What follows belongs to an exercise in optimizing a design on an open flow for small area and a short achievable clock period; a production flow would make more cautious choices. Only simulation tests tie the RTL to the original design; equivalence was not proved. Power is estimated from default activity; no workload was simulated.

rev 12:
==> flow/design.v <==
module smm_result_sorter #(
    parameter int unsigned DEPTH = 48,
    parameter int unsigned IDX_W = 5,
    parameter int unsigned VAL_W = 9
) (
    input  logic             clk,
    input  logic             rst,
    input  logic             in_valid,
    input  logic [IDX_W-1:0] in_row,
    input  logic [IDX_W-1:0] in_col,
    input  logic [VAL_W-1:0] in_val,
    output logic             in_ready,
    output logic             out_valid,
    output logic             out_last,
    output logic [IDX_W-1:0] out_row,
    output logic [IDX_W-1:0] out_col,
    output logic [VAL_W-1:0] out_val,
    output logic             overflow
);
    localparam int unsigned KEY_W = 2 * IDX_W;
    localparam int unsigned CNT_W = $clog2(DEPTH + 1);
    localparam logic [1:0] StIdle  = 2'd0;
    localparam logic [1:0] StLoad  = 2'd1;
    localparam logic [1:0] StDrain = 2'd2;
    logic [1:0]       state_q;
    logic [KEY_W-1:0] key_q [DEPTH];
    logic [VAL_W-1:0] val_q [DEPTH];
    logic [CNT_W-1:0] count_q;
    logic [CNT_W-1:0] idx_q;
    logic             ovf_q;
    logic             p_valid_q;
    logic [KEY_W-1:0] p_key_q;
    logic [VAL_W-1:0] p_val_q;
    logic             draining;
    logic             take;
    logic             drain_last;
    logic             full;
    logic             match;
    logic             ins;
    logic             drop;
    logic [DEPTH-1:0] occ;
    logic [DEPTH-1:0] lt;
    logic [DEPTH-1:0] eq;
    logic [DEPTH-1:0] rsel;
    logic [DEPTH-1:0] s_w, s_p, s_h;
    logic [KEY_W-1:0] rd_key;
    logic [VAL_W-1:0] rd_val;
    logic [VAL_W:0]   sum_w;
    logic [VAL_W-1:0] sum;
    function automatic logic key_lt(input logic [KEY_W-1:0] a, input logic [KEY_W-1:0] b);
        logic l;
        l = 1'b0;
        for (int k = 0; k < KEY_W; k++) begin
            l = (!a[k] && b[k]) || (!(a[k] ^ b[k]) && l);
        end
        key_lt = l;
    endfunction
    assign draining   = (state_q == StDrain);
    assign in_ready   = !draining;
    assign take       = in_valid && !draining;
    assign drain_last = (idx_q + CNT_W'(1) == count_q);
    assign full       = (count_q == CNT_W'(DEPTH));
    always_comb begin
        for (int i = 0; i < DEPTH; i++) begin
            occ[i]  = p_valid_q && (CNT_W'(i) < count_q);
            lt[i]   = occ[i] && key_lt(key_q[i], p_key_q);
            eq[i]   = occ[i] && !(|(key_q[i] ^ p_key_q));
            rsel[i] = eq[i] || (draining && (idx_q == CNT_W'(i)));
        end
    end
    assign match = |eq;
    assign ins   = p_valid_q && !match && !full;
    assign drop  = p_valid_q && !match && full;
    always_comb begin
        rd_key = '0;
        rd_val = '0;
        for (int i = 0; i < DEPTH; i++) begin
            rd_key = rd_key | (key_q[i] & {KEY_W{rsel[i]}});
            rd_val = rd_val | (val_q[i] & {VAL_W{rsel[i]}});
        end
    end
    assign sum_w    = {1'b0, rd_val} + {1'b0, p_val_q};
    assign sum      = sum_w[VAL_W] ? {VAL_W{1'b1}} : sum_w[VAL_W-1:0];
    assign overflow = ovf_q || drop;
    always_ff @(posedge clk) begin
        if (rst) begin
            state_q <= StIdle;
        end else begin
            case (state_q)
                StIdle:  if (in_valid) state_q <= StLoad;
                StLoad:  if (!in_valid) state_q <= StDrain;
                StDrain: if (drain_last) state_q <= StIdle;
                default: state_q <= StIdle;
            endcase
        end
    end
    always_ff @(posedge clk) begin
        p_key_q <= {in_row, in_col};
        p_val_q <= in_val;
        if (rst) begin
            p_valid_q <= 1'b0;
        end else begin
            p_valid_q <= take;
        end
    end
    always_comb begin
        for (int j = 0; j < DEPTH; j++) begin
            s_w[j] = eq[j] || (ins && !lt[j] && (j == 0 || lt[j-1]));
            s_p[j] = ins && j != 0 && !lt[j == 0 ? 0 : j-1];
            s_h[j] = !(s_w[j] || s_p[j]);
        end
    end
    always_ff @(posedge clk) begin
        for (int j = 0; j < DEPTH; j++) begin
            key_q[j] <= (key_q[j] & {KEY_W{s_h[j]}})
                      | (key_q[j == 0 ? 0 : j-1] & {KEY_W{s_p[j]}})
                      | (p_key_q & {KEY_W{s_w[j]}});
            val_q[j] <= (val_q[j] & {VAL_W{s_h[j]}})
                      | (val_q[j == 0 ? 0 : j-1] & {VAL_W{s_p[j]}})
                      | (sum & {VAL_W{s_w[j]}});
        end
    end
    always_ff @(posedge clk) begin
        if (rst) begin
            count_q <= '0;
            idx_q   <= '0;
            ovf_q   <= 1'b0;
        end else begin
            if (state_q == StIdle && in_valid) begin
                ovf_q <= 1'b0;
            end else if (drop) begin
                ovf_q <= 1'b1;
            end
            if (draining) begin
                if (drain_last) begin
                    idx_q   <= '0;
                    count_q <= '0;
                end else begin
                    idx_q <= idx_q + CNT_W'(1);
                end
            end else if (ins) begin
                count_q <= count_q + CNT_W'(1);
            end
        end
    end
    always_ff @(posedge clk) begin
        if (rst || !draining) begin
            out_valid <= 1'b0;
            out_last  <= 1'b0;
            out_row   <= '0;
            out_col   <= '0;
            out_val   <= '0;
        end else begin
            out_valid <= 1'b1;
            out_last  <= drain_last;
            out_row   <= rd_key[KEY_W-1:IDX_W];
            out_col   <= rd_key[IDX_W-1:0];
            out_val   <= rd_val;
        end
    end
endmodule
clock: 7.0 ns
lec_check: 0
cap_margin: 20
core_margin: 2
core_utilization: 40
slew_margin: 20
run.sh (not shown) runs the stock make flow with config.mk's settings and CLKGATE_MAP_FILE= SYNTH_SCRIPT=/design/flow/synth_recipe.tcl, a recipe that flattens the netlist after the stock synthesis.
To summarise rev 12: no stage aborted, but the layout did not pass its checks, failing on setup timing.
diff inputs: rev 12 => rev 13
-- flow/design.v --
<<< rev 12, line 27
    logic [VAL_W-1:0] val_q [DEPTH];
    logic [CNT_W-1:0] count_q;
    logic [CNT_W-1:0] idx_q;
    logic             ovf_q;
    logic             p_valid_q;
>>> rev 13, line 27
    logic [VAL_W-1:0] val_q [DEPTH];
    logic [CNT_W-1:0] count_q;
    logic [7:0]       dlo_q;    
    logic [5:0]       dhi_q;    
    logic             ovf_q;
    logic             p_valid_q;
<<< rev 12, line 43
    logic [DEPTH-1:0] eq;
    logic [DEPTH-1:0] rsel;
    logic [DEPTH-1:0] s_w, s_p, s_h;
    logic [KEY_W-1:0] rd_key;
>>> rev 13, line 44
    logic [DEPTH-1:0] eq;
    logic [DEPTH-1:0] rsel;
    logic [DEPTH-1:0] ltc, eqc, lt_d, eq_d, lt_q, eq_q;
    logic             pk_lt, pk_eq;
    logic [KEY_W-1:0] in_key;
    logic [DEPTH-1:0] s_w, s_p, s_h;
    logic [KEY_W-1:0] rd_key;
<<< rev 12, line 52
        l = 1'b0;
        for (int k = 0; k < KEY_W; k++) begin
            l = (!a[k] && b[k]) || (!(a[k] ^ b[k]) && l);
        end
        key_lt = l;
    endfunction
    assign draining   = (state_q == StDrain);
    assign in_ready   = !draining;
    assign take       = in_valid && !draining;
    assign drain_last = (idx_q + CNT_W'(1) == count_q);
    assign full       = (count_q == CNT_W'(DEPTH));
    always_comb begin
        for (int i = 0; i < DEPTH; i++) begin
            occ[i]  = p_valid_q && (CNT_W'(i) < count_q);
            lt[i]   = occ[i] && key_lt(key_q[i], p_key_q);
            eq[i]   = occ[i] && !(|(key_q[i] ^ p_key_q));
            rsel[i] = eq[i] || (draining && (idx_q == CNT_W'(i)));
        end
    end
    assign match = |eq;
    assign ins   = p_valid_q && !match && !full;
>>> rev 13, line 56
        l = 1'b0;
        for (int k = 0; k < KEY_W; k++) begin
            l = (a[k] ^ b[k]) ? b[k] : l;
        end
        key_lt = l;
    endfunction
    assign in_key     = {in_row, in_col};
    assign draining   = (state_q == StDrain);
    assign in_ready   = !draining;
    assign take       = in_valid && !draining;
    assign drain_last = (count_q == CNT_W'(1));
    assign full       = (count_q == CNT_W'(DEPTH));
    always_comb begin
        for (int i = 0; i < DEPTH; i++) begin
            occ[i]  = (CNT_W'(i) < count_q);
            ltc[i]  = occ[i] && key_lt(key_q[i], in_key);
            eqc[i]  = occ[i] && (key_q[i] == in_key);
        end
        pk_lt = key_lt(p_key_q, in_key);
        pk_eq = (p_key_q == in_key);
        for (int i = 0; i < DEPTH; i++) begin
            lt_d[i] = (s_h[i] && ltc[i]) || (s_p[i] && ltc[i == 0 ? 0 : i-1]) || (s_w[i] && pk_lt);
            eq_d[i] = (s_h[i] && eqc[i]) || (s_p[i] && eqc[i == 0 ? 0 : i-1]) || (s_w[i] && pk_eq);
            rsel[i] = eq_q[i] || (dhi_q[i / 8] && dlo_q[i % 8]);
        end
    end
    assign lt    = lt_q;
    assign eq    = eq_q;
    assign match = |eq;
    assign ins   = p_valid_q && !match && !full;
<<< rev 12, line 96
    end
    always_ff @(posedge clk) begin
        p_key_q <= {in_row, in_col};
        p_val_q <= in_val;
        if (rst) begin
            p_valid_q <= 1'b0;
        end else begin
            p_valid_q <= take;
        end
    end
>>> rev 13, line 109
    end
    always_ff @(posedge clk) begin
        p_key_q <= in_key;
        p_val_q <= in_val;
        if (rst || !take) begin
            p_valid_q <= 1'b0;
            lt_q      <= '0;
            eq_q      <= '0;
        end else begin
            p_valid_q <= 1'b1;
            lt_q      <= lt_d;
            eq_q      <= eq_d;
        end
    end
<<< rev 12, line 124
        if (rst) begin
            count_q <= '0;
            idx_q   <= '0;
            ovf_q   <= 1'b0;
        end else begin
>>> rev 13, line 141
        if (rst) begin
            count_q <= '0;
            ovf_q   <= 1'b0;
        end else begin
<<< rev 12, line 133
            end
            if (draining) begin
                if (drain_last) begin
                    idx_q   <= '0;
                    count_q <= '0;
                end else begin
                    idx_q <= idx_q + CNT_W'(1);
                end
            end else if (ins) begin
                count_q <= count_q + CNT_W'(1);
            end
        end
    end
>>> rev 13, line 149
            end
            if (draining) begin
                count_q <= count_q - CNT_W'(1);
            end else if (ins) begin
                count_q <= count_q + CNT_W'(1);
            end
        end
    end
    always_ff @(posedge clk) begin
        if (rst || (draining && drain_last)) begin
            dlo_q <= 8'b1;
            dhi_q <= '0;
        end else if (draining) begin
            dlo_q <= {dlo_q[6:0], dlo_q[7]};
            if (dlo_q[7]) dhi_q <= {dhi_q[4:0], 1'b0};
        end else if (state_q == StLoad && !in_valid) begin
            dlo_q <= 8'b1;
            dhi_q <= 6'b1;
        end
    end
## What came out
Rev 13: PASS, flow complete, no timing, DRC or antenna violations. Per the comparison of rev 13 with rev 12, relative contribution of combinational cells to total power saw a decrease; number of global-route vias before repair now sits higher; worst supply voltage drop on vdd up 0.056 mV; critical path depth shows a reduction of 5; via count moved up. Cell count: rev 13 higher than rev 12. The run showing the greater portion of the clock cycle consumed by the worst path in the final layout is rev 12. Relative to rev 12, buffer share of cell area decreased by 2.9 points in rev 13. Taking rev 13 as 1.0, rev 12 lands at 0.915 on routed wire length. Per the comparison of rev 13 with rev 12, fmax shows an increase of 18%, power dissipated in the clock network shows an increase of about 10%, starting utilization of the core area shows a reduction of 0.18 points.

* * *

== lane 1 ==
smm_result_sorter, a different RTL version from the one above (not shown whole).
Size: about 7400 cells after synthesis, about 1100 flip-flops, about 45 I/O pins, ~63000 um2 of cells after synthesis.
// smm_result_sorter
module smm_result_sorter #(
    parameter int unsigned DEPTH = 48,
    parameter int unsigned IDX_W = 5,
    parameter int unsigned VAL_W = 9
) (
    input  logic             clk,
    input  logic             rst,
    input  logic             in_valid,
    input  logic [IDX_W-1:0] in_row,
    input  logic [IDX_W-1:0] in_col,
    input  logic [VAL_W-1:0] in_val,
    output logic             in_ready,
    output logic             out_valid,
    output logic             out_last,
    output logic [IDX_W-1:0] out_row,
    output logic [IDX_W-1:0] out_col,
    output logic [VAL_W-1:0] out_val,
    output logic             overflow
);
    localparam int unsigned KEY_W = 2 * IDX_W;
    localparam int unsigned CNT_W = $clog2(DEPTH + 1);
    localparam logic [1:0] StIdle  = 2'd0;
    localparam logic [1:0] StLoad  = 2'd1;
    localparam logic [1:0] StDrain = 2'd2;
    logic [1:0]       state_q;
    logic [KEY_W-1:0] key_q [DEPTH];
    logic [VAL_W-1:0] val_q [DEPTH];
    logic [CNT_W-1:0] count_q;
    logic [DEPTH-1:0] rsel_q;
    logic             ovf_q;
    logic             p_valid_q;
    logic [KEY_W-1:0] p_key_q;
    logic [VAL_W-1:0] p_val_q;
    logic             draining;
    logic             take;
    logic             drain_last;
    logic             full;
    logic             match;
    logic             ins;
    logic             match_q;
    logic             ins_q;
    logic             full_q;
    logic             rdy_q;
    logic             in_match;
    logic             full_next;
    logic             in_drop;
    logic [DEPTH-1:0] occ;
    logic [DEPTH-1:0] lt;
    logic [DEPTH-1:0] rsel;
    logic [DEPTH-1:0] ltc, eqc, lt_d, eq_d, lt_q;
    logic             pk_lt, pk_eq;
    logic [KEY_W-1:0] in_key;
    logic [DEPTH-1:0] s_n, s_p, s_h, s_m, v_h, v_p;
    logic             m_valid_q;
  ...
export LEC_CHECK = 0
export CAP_MARGIN = 20
export CORE_MARGIN = 2
export CORE_UTILIZATION = 40
export CTS_BUF_LIST = sky130_fd_sc_hd__clkbuf_8
export SETUP_SLACK_MARGIN = 4.2
export SLEW_MARGIN = 20
create_clock -name core_clock -period 7.0 [get_ports {clk}]
standard.sh (not shown) runs the stock make flow with config.mk's settings and CLKGATE_MAP_FILE= SYNTH_SCRIPT=/design/flow/synth_recipe.tcl, a recipe that flattens the netlist after the stock synthesis.
==> flow/flow/run.sh <==
#!/bin/bash
set -euo pipefail
bash standard.sh 'BUFFER_PORTS_ARGS=-buffer_cell sky130_fd_sc_hd__buf_4' finish > flow_make.log 2>&1
Edits applied to the flow inputs when going from lane 1 to lane 2:
--- a/flow/design.v
+++ b/flow/design.v
@@ -24,15 +24,14 @@
     localparam logic [1:0] StDrain = 2'd2;
     logic [1:0]       state_q;
     logic [KEY_W-1:0] key_q [DEPTH];
     logic [VAL_W-1:0] val_q [DEPTH];
     logic [CNT_W-1:0] count_q;
     logic [DEPTH-1:0] rsel_q;
     logic             ovf_q;
-    logic             p_valid_q;
     logic [KEY_W-1:0] p_key_q;
     logic [VAL_W-1:0] p_val_q;
     logic             draining;
     logic             take;
     logic             drain_last;
     logic             full;
     logic             match;
@@ -161,25 +160,22 @@
                 StDrain: if (drain_last) state_q <= StIdle;
                 default: state_q <= StIdle;
             endcase
         end
     end
     always_ff @(posedge clk) begin
         p_key_q <= in_key;
+        lt_q    <= lt_d;    
         p_val_q <= in_val;
         if (rst || !take) begin
-            p_valid_q <= 1'b0;
             match_q   <= 1'b0;
             ins_q     <= 1'b0;
-            lt_q      <= '0;
-        end else begin
-            p_valid_q <= 1'b1;
+        end else begin
             match_q   <= in_match;
             ins_q     <= !in_match && !full_next;
-            lt_q      <= lt_d;
         end
     end
     always_comb begin
         for (int j = 0; j < DEPTH; j++) begin
             s_n[j] = ins && !lt[j] && (j == 0 || lt[j == 0 ? 0 : j-1]);
             s_p[j] = ins && j != 0 && !lt[j == 0 ? 0 : j-1];
             s_h[j] = !(s_n[j] || s_p[j]);
@@ -203,15 +199,15 @@
         m_rdv_q <= (m_valid_q && pk_same_q) ? sum : rd_val;
         m_val_q <= p_val_q;
         m_pos_q <= rsel_q;
         if (rst) begin
             m_valid_q <= 1'b0;
             pk_same_q <= 1'b0;
         end else begin
-            m_valid_q <= p_valid_q && match;
+            m_valid_q <= match;
             pk_same_q <= pk_eq;
         end
     end
     always_ff @(posedge clk) begin
         if (rst) begin
             count_q <= '0;
             full_q  <= 1'b0;
Notes after the runs:
- Against lane 1 as the reference, lane 2 delivers a higher final setup slack of the worst path.
- Register fraction of the total cell area essentially unchanged between lane 1 and lane 2.
- Summary of lane 2 over lane 1: total design power saw an increase; number of I/O pins did not really move; portion of the layout cell area used by clock cells stayed essentially flat.

==> what the ideal ports hide <==
In the flow no input, the clock included, has a driving cell. The finished layouts below were timed again as built, in two steps.
Step 1 (the two cells are an assumption about what drives the block):
set clk [get_ports {clk}]
set_driving_cell -lib_cell sky130_fd_sc_hd__clkbuf_16 $clk
set_driving_cell -lib_cell sky130_fd_sc_hd__buf_2 [delete_from_list [all_inputs] $clk]
Step 2 adds t to the input delays and takes it off the output delays; t is the mean of the earliest and latest rising clock arrival at the registers after step 1. Input paths then give back, and output paths get back, about the clock's delay inside the block.
Slacks: ideal / step 1 / step 2; pairs: ideal / step 1.
| run | t (ns) | setup WS [ns] | clock arrival spread, ns |
|---|---|---|---|
| rev 12 | 0.847 | -0.038 / -0.038 / -0.038 | 0.059 / 0.059 |
| rev 13 | 0.869 | 1.035 / 1.035 / 1.035 | 0.038 / 0.038 |
| lane 1 | 1.137 | 3.839 / 3.642 / 2.505 | 0.040 / 0.040 |
| lane 2 | 1.090 | 3.910 / 3.910 / 2.843 | 0.048 / 0.048 |
For lane 1, which loses most, drivers alone change the setup slack by -0.197 ns; drivers and shift together by -1.334 ns.
